Background: an optimization exercise with open tools, aiming at small area, a short achievable clock period and few clock cycles. Do not read the settings as production practice. At most, simulation tests tie the RTL to the original design; equivalence was not proved. Power and IR drop assume default switching activity.

==> inputs of raven <==
Design user_data_path, start of the top module:
module user_data_path (
   input  logic                                          clk,
   input  logic                                          reset,
   input  logic [4*64-1:0]     in_data,
   input  logic [4*8-1:0]     in_ctrl,
   input  logic [4-1:0]                     in_wr,
   output logic [4-1:0]                     in_rdy,
   output logic [4*64-1:0]     out_data,
   output logic [4*8-1:0]     out_ctrl,
   output logic [4-1:0]                     out_wr,
   input  logic [4-1:0]                     out_rdy,
   input  logic                                          reg_req,
   input  logic                                          reg_rd_wr_l,
   input  logic [8-1:0]                reg_addr,
   input  logic [32-1:0]                reg_wr_data,
   output logic                                          reg_ack,
   output logic [32-1:0]                reg_rd_data
);
export LEC_CHECK = 0
export ABC_CLOCK_PERIOD_IN_PS = 2500
export CAP_MARGIN = 20
export CORE_MARGIN = 2
export CORE_UTILIZATION = 65
export CTS_CLUSTER_DIAMETER = 100
export CTS_CLUSTER_SIZE = 28
export PLACE_DENSITY = 0.75
export SETUP_SLACK_MARGIN = 3.0
export SLEW_MARGIN = 20
create_clock -name core_clock -period 5.5 [get_ports {clk}]
run.sh (not shown) runs the stock make flow with config.mk's settings and CLKGATE_MAP_FILE= SYNTH_SCRIPT=/design/flow/synth_recipe.tcl, a recipe that flattens the netlist after the stock synthesis.
==> nickel (differences from raven) <==
--- a/flow/design.v
+++ b/flow/design.v
@@ -77,111 +77,104 @@
 endmodule
 module out_stage #(
    parameter int Q  = 0,
    parameter int FW = 64 + 8
 ) (
    input  logic                       clk,
    input  logic                       reset,
    input  logic                       loopback,
-   input  logic [FW-1:0]              head_n,
-   input  logic                       empty_n,
-   output logic                       pop,
+   input  logic [FW-1:0]              head,
+   input  logic                       empty,
+   output logic                       load,
    output logic [64-1:0] out_data,
    output logic [8-1:0] out_ctrl,
    output logic                       out_wr,
    input  logic                       out_rdy
 );
-   pkt_pkg::pkt_hdr_t hdr;
-   assign pop = out_wr && out_rdy;
+   logic                       hold;
+   pkt_pkg::pkt_hdr_t          hdr;
+   assign load = !empty && (!out_wr || out_rdy);
+   assign hold = out_wr && !out_rdy;
+   always_ff @(posedge clk)
+   begin
+      if (reset)
+         out_wr <= 1'b0;
+      else
+         out_wr <= load || hold;
+   end
    always_comb
    begin
-      hdr = head_n[64-1:0];
-      if (head_n[FW-1 -: 8] == pkt_pkg::CTRL_HDR)
+      hdr = head[64-1:0];
+      if (head[FW-1 -: 8] == pkt_pkg::CTRL_HDR)
       begin
          hdr.src_port  = loopback ? 16'(Q) : 16'(Q ^ 1);
          hdr.dst_ports = 16'd1 << Q;
       end
    end
    always_ff @(posedge clk)
    begin
-      if (reset)
-         out_wr <= 1'b0;
-      else
-         out_wr <= !empty_n;
-   end
-   always_ff @(posedge clk)
-   begin
-      out_data <= hdr;
-      out_ctrl <= head_n[FW-1 -: 8];
+      if (!hold)
+      begin
+         out_data <= hdr;
+         out_ctrl <= head[FW-1 -: 8];
+      end
    end
 endmodule
 module pkt_queue #(
-   parameter int DEPTH = 16,
+   parameter int DEPTH = 16 - 1,
    parameter int FW    = 64 + 8
 ) (
    input  logic          clk,
    input  logic          reset,
    input  logic          loopback,
    input  logic          loopback_n,
    input  logic [FW-1:0] same_word,
    input  logic          same_wr,
    input  logic [FW-1:0] pair_word,
    input  logic          pair_wr,
    output logic          rdy,
    output logic          rdy_n,      
    input  logic          pop,
-   output logic          empty_n,    
-   output logic [FW-1:0] head_n
+   output logic          empty,
+   output logic [FW-1:0] head
 );
    localparam int AW = $clog2(DEPTH + 1);
    logic [FW-1:0]    ring [DEPTH];
-   logic [FW-1:0]    ring_d0;    
    logic [DEPTH-1:0] hsel;       
-   logic [DEPTH-1:0] hnext;      
    logic [AW-1:0]    ts;         
    logic [AW-1:0]    count;
-   logic             empty;
    logic             sel_same;   
    logic             sel_pair;   
    logic             sel_ring;   
    logic             push;
    logic [AW-1:0]    ts_inc;
    logic             ts_last;
    logic             cnt_one;
    logic             cnt_last;
    logic             cnt_full;
    logic             occ0;
    logic             occ1;
+   logic             empty_n;
    logic             full_n;
    logic             ts0_n;
    logic             occ_n;
    assign push = (loopback ? same_wr : pair_wr) && rdy;
-   assign ring_d0 = ({FW{sel_same}} & same_word) | ({FW{sel_pair}} & pair_word)
-                  | ({FW{sel_ring}} & ring[DEPTH-1]);
    always_ff @(posedge clk)
    begin
-      ring[0] <= ring_d0;
+      ring[0] <= ({FW{sel_same}} & same_word) | ({FW{sel_pair}} & pair_word)
+               | ({FW{sel_ring}} & ring[DEPTH-1]);
       for (int k = 1; k < DEPTH; k++)
          ring[k] <= ring[k-1];
    end
    always_comb
    begin
-      if (empty)
-         hnext = DEPTH'(1);
-      else if (pop)
-         hnext = hsel;
-      else
-         hnext = {hsel[DEPTH-2:0], hsel[DEPTH-1]};
-   end
-   always_comb
-   begin
-      head_n = {FW{hnext[0]}} & ring_d0;
-      for (int k = 1; k < DEPTH; k++)
-         head_n = head_n | ({FW{hnext[k]}} & ring[k-1]);
+      head = '0;
+      for (int k = 0; k < DEPTH; k++)
+         head = head | (ring[k] & {FW{hsel[k]}});
    end
    assign ts_last  = ts == AW'(DEPTH - 1);
    assign ts_inc   = ts_last ? '0 : ts + 1'b1;
    assign cnt_one  = count == AW'(1);
    assign cnt_last = count == AW'(DEPTH - 1);
    assign cnt_full = count == AW'(DEPTH);
    assign occ0     = int'(ts_inc) + int'(count) >= DEPTH;
    assign occ1     = int'(ts_inc) + int'(count) >= DEPTH + 1;
@@ -215,17 +208,20 @@
             count <= count + 1'b1;
          else if (pop && !push)
             count <= count - 1'b1;
          empty    <= empty_n;
          rdy      <= rdy_n;
          sel_same <= !occ_n && loopback_n;
          sel_pair <= !occ_n && !loopback_n;
          sel_ring <= occ_n;
-         hsel     <= hnext;
+         if (empty)
+            hsel <= DEPTH'(1);
+         else if (!pop)
+            hsel <= {hsel[DEPTH-2:0], hsel[DEPTH-1]};
       end
    end
 endmodule
 module udp_reg_master (
    input  logic                           clk,
    input  logic                           reset,
    input  logic                           reg_req,
    input  logic                           reg_rd_wr_l,
@@ -300,19 +296,19 @@
    localparam int CW = 8;
    localparam int FW = DW + CW;
    logic                           loopback;
    logic                           loopback_n;
    logic [32-1:0] pkt_count;
    logic [NP-1:0]                  take;
    logic [NP-1:0]                  q_rdy;
    logic [NP-1:0]                  q_rdy_n;
-   logic [NP-1:0]                  q_empty_n;
+   logic [NP-1:0]                  q_empty;
    logic [NP-1:0]                  q_pop;
-   logic [NP-1:0][FW-1:0]          q_head_n;
+   logic [NP-1:0][FW-1:0]          q_head;
    for (genvar p = 0; p < NP; p++)
    begin : g_in
       always_ff @(posedge clk)
          in_rdy[p] <= loopback_n ? q_rdy_n[p] : q_rdy_n[p ^ 1];
       assign take[p] = in_wr[p] && in_rdy[p];
    end
    for (genvar q = 0; q < NP; q++)
    begin : g_out
@@ -323,26 +319,26 @@
          .loopback_n (loopback_n),
          .same_word  ({in_ctrl[q*CW +: CW], in_data[q*DW +: DW]}),
          .same_wr    (in_wr[q]),
          .pair_word  ({in_ctrl[(q^1)*CW +: CW], in_data[(q^1)*DW +: DW]}),
          .pair_wr    (in_wr[q ^ 1]),
          .rdy        (q_rdy[q]),
          .rdy_n      (q_rdy_n[q]),
          .pop        (q_pop[q]),
-         .empty_n    (q_empty_n[q]),
-         .head_n     (q_head_n[q])
+         .empty      (q_empty[q]),
+         .head       (q_head[q])
       );
       out_stage #(.Q(q)) i_out (
          .clk        (clk),
          .reset      (reset),
          .loopback   (loopback),
-         .head_n     (q_head_n[q]),
-         .empty_n    (q_empty_n[q]),
-         .pop        (q_pop[q]),
+         .head       (q_head[q]),
+         .empty      (q_empty[q]),
+         .load       (q_pop[q]),
          .out_data   (out_data[q*DW +: DW]),
          .out_ctrl   (out_ctrl[q*CW +: CW]),
          .out_wr     (out_wr[q]),
          .out_rdy    (out_rdy[q])
       );
    end
    hdr_counter i_hdr_counter (
       .clk       (clk),
==> flow/flow/run.sh (new file) <==
#!/bin/bash
# The standard layout, with buf_1 cells as the port buffers instead of
# the larger default; ORFS's place step reads BUFFER_PORTS_ARGS.
set -euo pipefail
export BUFFER_PORTS_ARGS="-buffer_cell sky130_fd_sc_hd__buf_1"
bash standard.sh finish > standard.log 2>&1
==> flow/standard.sh (new file) <==
#!/bin/bash
# synth_recipe.tcl (not shown) runs the flow's synth.tcl, then flattens the netlist and writes it again
# the make line also repeats each setting of config.mk as NAME=value (left out here)
make -C /OpenROAD-flow-scripts/flow DESIGN_CONFIG=/design/flow/config.mk WORK_HOME=/design/flow/orfs CLKGATE_MAP_FILE= SYNTH_SCRIPT=/design/flow/synth_recipe.tcl "${@:-finish}"
CTS_CLUSTER_DIAMETER = 90   (was 100)
CTS_CLUSTER_SIZE = 24   (was 28)
removed: flow/run.sh
==> tundra (differences from raven) <==
--- a/flow/design.v
+++ b/flow/design.v
@@ -31,157 +31,127 @@
 endpackage
 module hdr_counter (
    input  logic                                          clk,
    input  logic                                          reset,
    input  logic [4-1:0]                     take,
    input  logic [4*8-1:0]     in_ctrl,
    output logic [32-1:0]                pkt_count
 );
-   logic [32-1:0] count;
-   localparam int CW = 32;
-   logic [2:0]      n_hdr;       
-   logic [4:0]      lo;
-   logic            carry;       
-   logic [CW/4-1:1] ones;        
-   logic [CW-1:4]   hi_next;
-   always_comb
-   begin
-      n_hdr = '0;
-      for (int p = 0; p < 4; p++)
-         n_hdr = n_hdr + 3'(take[p] && in_ctrl[p*8 +: 8] == pkt_pkg::CTRL_HDR);
-   end
-   assign lo      = {1'b0, count[3:0]} + {2'b0, n_hdr};
-   assign ones[1] = 1'b1;
-   for (genvar n = 1; n < CW / 4; n++)
-   begin : g_nib
-      if (n > 1)
-      begin : g_ones
-         assign ones[n] = &count[n*4-1:4];
-      end
-      assign hi_next[n*4 +: 4] = count[n*4 +: 4] + 4'(carry && ones[n]);
-   end
-   assign pkt_count = carry ? {count[CW-1:4], 4'hf} : count;
+   logic [4-1:0] hdr_take;
    always_ff @(posedge clk)
    begin
       if (reset)
       begin
-         carry     <= 1'b0;
-         count <= '0;
+         hdr_take  <= '0;
+         pkt_count <= '0;
       end
       else
       begin
-         carry          <= lo[4];
-         count[3:0] <= lo[3:0];
-         count[CW-1:4] <= hi_next;
+         for (int p = 0; p < 4; p++)
+            hdr_take[p] <= take[p] && in_ctrl[p*8 +: 8] == pkt_pkg::CTRL_HDR;
+         pkt_count <= pkt_count + 32'(hdr_take[0]) + 32'(hdr_take[1])
+                                 + 32'(hdr_take[2]) + 32'(hdr_take[3]);
       end
    end
 endmodule
 module out_stage #(
    parameter int Q  = 0,
    parameter int FW = 64 + 8
 ) (
    input  logic                       clk,
    input  logic                       reset,
    input  logic                       loopback,
-   input  logic [FW-1:0]              head_n,
-   input  logic                       empty_n,
-   output logic                       pop,
+   input  logic [FW-1:0]              head,
+   input  logic                       empty,
+   output logic                       load,
    output logic [64-1:0] out_data,
    output logic [8-1:0] out_ctrl,
    output logic                       out_wr,
    input  logic                       out_rdy
 );
-   pkt_pkg::pkt_hdr_t hdr;
-   assign pop = out_wr && out_rdy;
+   logic                       hold;
+   pkt_pkg::pkt_hdr_t          hdr;
+   assign load = !empty && (!out_wr || out_rdy);
+   assign hold = out_wr && !out_rdy;
+   always_ff @(posedge clk)
+   begin
+      if (reset)
+         out_wr <= 1'b0;
+      else
+         out_wr <= load || hold;
+   end
    always_comb
    begin
-      hdr = head_n[64-1:0];
-      if (head_n[FW-1 -: 8] == pkt_pkg::CTRL_HDR)
+      hdr = head[64-1:0];
+      if (head[FW-1 -: 8] == pkt_pkg::CTRL_HDR)
       begin
          hdr.src_port  = loopback ? 16'(Q) : 16'(Q ^ 1);
          hdr.dst_ports = 16'd1 << Q;
       end
    end
    always_ff @(posedge clk)
    begin
-      if (reset)
-         out_wr <= 1'b0;
-      else
-         out_wr <= !empty_n;
-   end
-   always_ff @(posedge clk)
-   begin
-      out_data <= hdr;
-      out_ctrl <= head_n[FW-1 -: 8];
+      if (!hold)
+      begin
+         out_data <= hdr;
+         out_ctrl <= head[FW-1 -: 8];
+      end
    end
 endmodule
 module pkt_queue #(
-   parameter int DEPTH = 16,
+   parameter int DEPTH = 16 - 1,
    parameter int FW    = 64 + 8
 ) (
    input  logic          clk,
    input  logic          reset,
    input  logic          loopback,
    input  logic          loopback_n,
    input  logic [FW-1:0] same_word,
    input  logic          same_wr,
    input  logic [FW-1:0] pair_word,
    input  logic          pair_wr,
    output logic          rdy,
-   output logic          rdy_n,      
    input  logic          pop,
-   output logic          empty_n,    
-   output logic [FW-1:0] head_n
+   output logic          empty,
+   output logic [FW-1:0] head
 );
    localparam int AW = $clog2(DEPTH + 1);
    logic [FW-1:0]    ring [DEPTH];
-   logic [FW-1:0]    ring_d0;    
    logic [DEPTH-1:0] hsel;       
-   logic [DEPTH-1:0] hnext;      
    logic [AW-1:0]    ts;         
    logic [AW-1:0]    count;
-   logic             empty;
    logic             sel_same;   
    logic             sel_pair;   
    logic             sel_ring;   
    logic             push;
    logic [AW-1:0]    ts_inc;
    logic             ts_last;
    logic             cnt_one;
    logic             cnt_last;
    logic             cnt_full;
    logic             occ0;
    logic             occ1;
+   logic             empty_n;
    logic             full_n;
    logic             ts0_n;
    logic             occ_n;
    assign push = (loopback ? same_wr : pair_wr) && rdy;
-   assign ring_d0 = ({FW{sel_same}} & same_word) | ({FW{sel_pair}} & pair_word)
-                  | ({FW{sel_ring}} & ring[DEPTH-1]);
    always_ff @(posedge clk)
    begin
-      ring[0] <= ring_d0;
+      ring[0] <= ({FW{sel_same}} & same_word) | ({FW{sel_pair}} & pair_word)
+               | ({FW{sel_ring}} & ring[DEPTH-1]);
       for (int k = 1; k < DEPTH; k++)
          ring[k] <= ring[k-1];
    end
    always_comb
    begin
-      if (empty)
-         hnext = DEPTH'(1);
-      else if (pop)
-         hnext = hsel;
-      else
-         hnext = {hsel[DEPTH-2:0], hsel[DEPTH-1]};
-   end
-   always_comb
-   begin
-      head_n = {FW{hnext[0]}} & ring_d0;
-      for (int k = 1; k < DEPTH; k++)
-         head_n = head_n | ({FW{hnext[k]}} & ring[k-1]);
+      head = '0;
+      for (int k = 0; k < DEPTH; k++)
+         head = head | (ring[k] & {FW{hsel[k]}});
    end
    assign ts_last  = ts == AW'(DEPTH - 1);
    assign ts_inc   = ts_last ? '0 : ts + 1'b1;
    assign cnt_one  = count == AW'(1);
    assign cnt_last = count == AW'(DEPTH - 1);
    assign cnt_full = count == AW'(DEPTH);
    assign occ0     = int'(ts_inc) + int'(count) >= DEPTH;
    assign occ1     = int'(ts_inc) + int'(count) >= DEPTH + 1;
@@ -189,17 +159,16 @@
    begin
       case ({push, pop})
          2'b10:   begin empty_n = 1'b0;    full_n = cnt_last; ts0_n = 1'b1;    occ_n = cnt_last; end
          2'b01:   begin empty_n = cnt_one; full_n = 1'b0;     ts0_n = ts_last; occ_n = occ1;     end
          2'b11:   begin empty_n = 1'b0;    full_n = cnt_full; ts0_n = 1'b1;    occ_n = 1'b0;     end
          default: begin empty_n = empty;   full_n = cnt_full; ts0_n = ts_last; occ_n = occ0;     end
       endcase
    end
-   assign rdy_n = reset || empty_n || (ts0_n && !full_n);
    always_ff @(posedge clk)
    begin
       if (reset)
       begin
          hsel     <= DEPTH'(1);
          ts       <= '0;
          count    <= '0;
          empty    <= 1'b1;
@@ -211,21 +180,24 @@
       else
       begin
          ts <= push ? '0 : ts_inc;
          if (push && !pop)
             count <= count + 1'b1;
          else if (pop && !push)
             count <= count - 1'b1;
          empty    <= empty_n;
-         rdy      <= rdy_n;
+         rdy      <= empty_n || (ts0_n && !full_n);
          sel_same <= !occ_n && loopback_n;
          sel_pair <= !occ_n && !loopback_n;
          sel_ring <= occ_n;
-         hsel     <= hnext;
+         if (empty)
+            hsel <= DEPTH'(1);
+         else if (!pop)
+            hsel <= {hsel[DEPTH-2:0], hsel[DEPTH-1]};
       end
    end
 endmodule
 module udp_reg_master (
    input  logic                           clk,
    input  logic                           reset,
    input  logic                           reg_req,
    input  logic                           reg_rd_wr_l,
@@ -299,50 +271,47 @@
    localparam int DW = 64;
    localparam int CW = 8;
    localparam int FW = DW + CW;
    logic                           loopback;
    logic                           loopback_n;
    logic [32-1:0] pkt_count;
    logic [NP-1:0]                  take;
    logic [NP-1:0]                  q_rdy;
-   logic [NP-1:0]                  q_rdy_n;
-   logic [NP-1:0]                  q_empty_n;
+   logic [NP-1:0]                  q_empty;
    logic [NP-1:0]                  q_pop;
-   logic [NP-1:0][FW-1:0]          q_head_n;
+   logic [NP-1:0][FW-1:0]          q_head;
    for (genvar p = 0; p < NP; p++)
    begin : g_in
-      always_ff @(posedge clk)
-         in_rdy[p] <= loopback_n ? q_rdy_n[p] : q_rdy_n[p ^ 1];
-      assign take[p] = in_wr[p] && in_rdy[p];
+      assign in_rdy[p] = loopback ? q_rdy[p] : q_rdy[p ^ 1];
+      assign take[p]   = in_wr[p] && in_rdy[p];
    end
    for (genvar q = 0; q < NP; q++)
    begin : g_out
       pkt_queue i_queue (
          .clk        (clk),
          .reset      (reset),
          .loopback   (loopback),
          .loopback_n (loopback_n),
          .same_word  ({in_ctrl[q*CW +: CW], in_data[q*DW +: DW]}),
          .same_wr    (in_wr[q]),
          .pair_word  ({in_ctrl[(q^1)*CW +: CW], in_data[(q^1)*DW +: DW]}),
          .pair_wr    (in_wr[q ^ 1]),
          .rdy        (q_rdy[q]),
-         .rdy_n      (q_rdy_n[q]),
          .pop        (q_pop[q]),
-         .empty_n    (q_empty_n[q]),
-         .head_n     (q_head_n[q])
+         .empty      (q_empty[q]),
+         .head       (q_head[q])
       );
       out_stage #(.Q(q)) i_out (
          .clk        (clk),
          .reset      (reset),
          .loopback   (loopback),
-         .head_n     (q_head_n[q]),
-         .empty_n    (q_empty_n[q]),
-         .pop        (q_pop[q]),
+         .head       (q_head[q]),
+         .empty      (q_empty[q]),
+         .load       (q_pop[q]),
          .out_data   (out_data[q*DW +: DW]),
          .out_ctrl   (out_ctrl[q*CW +: CW]),
          .out_wr     (out_wr[q]),
          .out_rdy    (out_rdy[q])
       );
    end
    hdr_counter i_hdr_counter (
       .clk       (clk),
CORE_UTILIZATION = 60   (was 65)
CTS_CLUSTER_DIAMETER = default   (was 100)
CTS_CLUSTER_SIZE = 30   (was 28)
PLACE_DENSITY = 0.7   (was 0.75)
SETUP_SLACK_MARGIN = 2.9   (was 3.0)
==> run_results.csv <==
group,metric,value,unit
finish,antenna_cells,99,
finish,nFlopsAndLatches,4795,
place,dp_slack,1220,ps
min_path,hold_path_end,"g_out[3].i_queue.ring[3][34]",
status,status,"no timing/DRC/antenna violations",
route,drtPass1Iterations,13,
power_and_ir_drop,p_per_area,416,nW/µm²
sta,relSlewSlack,11.0,%
power_and_ir_drop,combPwrFrac,4.0,%
logic_synthesis,ys_seq_elements,4795,
power_and_ir_drop,seq-power,39.5,mW
clocking,cts_resized,344,
floorplan,die_area,204000,µm²
global_routing,grtUsageMet2,53.1,%
the above is filed under nickel

==> run_results.csv <==
group,metric,value,unit
power_and_ir_drop,seq-power,39.5,mW
power_and_ir_drop,p_per_area,477,nW/µm²
finish,nFlopsAndLatches,4794,
min_path,hold_path_end,"g_out[2].i_queue.ring[10][63]",
status,status,"no timing/DRC/antenna violations",
clocking,cts_resized,1457,
floorplan,die_area,221000,µm²
the above is filed under tundra

==> run_results.csv <==
group,metric,value,unit
global_routing,grtUsageMet2,58.2,%
finish,antenna_cells,60,
power_and_ir_drop,p_per_area,411,nW/µm²
place,dp_slack,427,ps
power_and_ir_drop,combPwrFrac,8.3,%
floorplan,die_area,218000,µm²
status,status,"no timing/DRC/antenna violations",
clocking,cts_resized,2490,
the above is filed under raven

Testbench counts of raven, summed over its fixed seeds: cycles 3,152.
Testbench counts of nickel, summed over its fixed seeds: cycles 3,160.
Function not checked in tundra: the RTL went through the layout flow alone.

==> afterwards: timing with drivers on the ports <==
The results above use ideal ports. As a check the final layouts listed here were re-extracted and re-timed, cells and wires unchanged.
Step 1 assumes that a clkbuf_16 drives the clock port and a buf_2 every other input.
Step 2 also shifts input and output timing later by t, the mid clock arrival at the registers, as if the neighbouring blocks saw the same clock.
Three values: no drivers, after step 1, after step 2; two values: the first two.
| run | shift t [ns] | setup WS [ns] | latest minus earliest clock arrival (ns) |
|---|---|---|---|
| raven | 1.019 | 2.479 / 2.512 / 1.532 | 0.038 / 0.038 |
| nickel | 1.001 | 2.521 / 2.428 / 2.004 | 0.043 / 0.042 |
| tundra | 1.058 | 2.494 / 2.393 / 1.949 | 0.073 / 0.073 |
After both steps every run listed still meets setup and hold. For raven, which loses most, drivers alone change the setup slack by +0.033 ns; drivers and shift together by -0.947 ns.
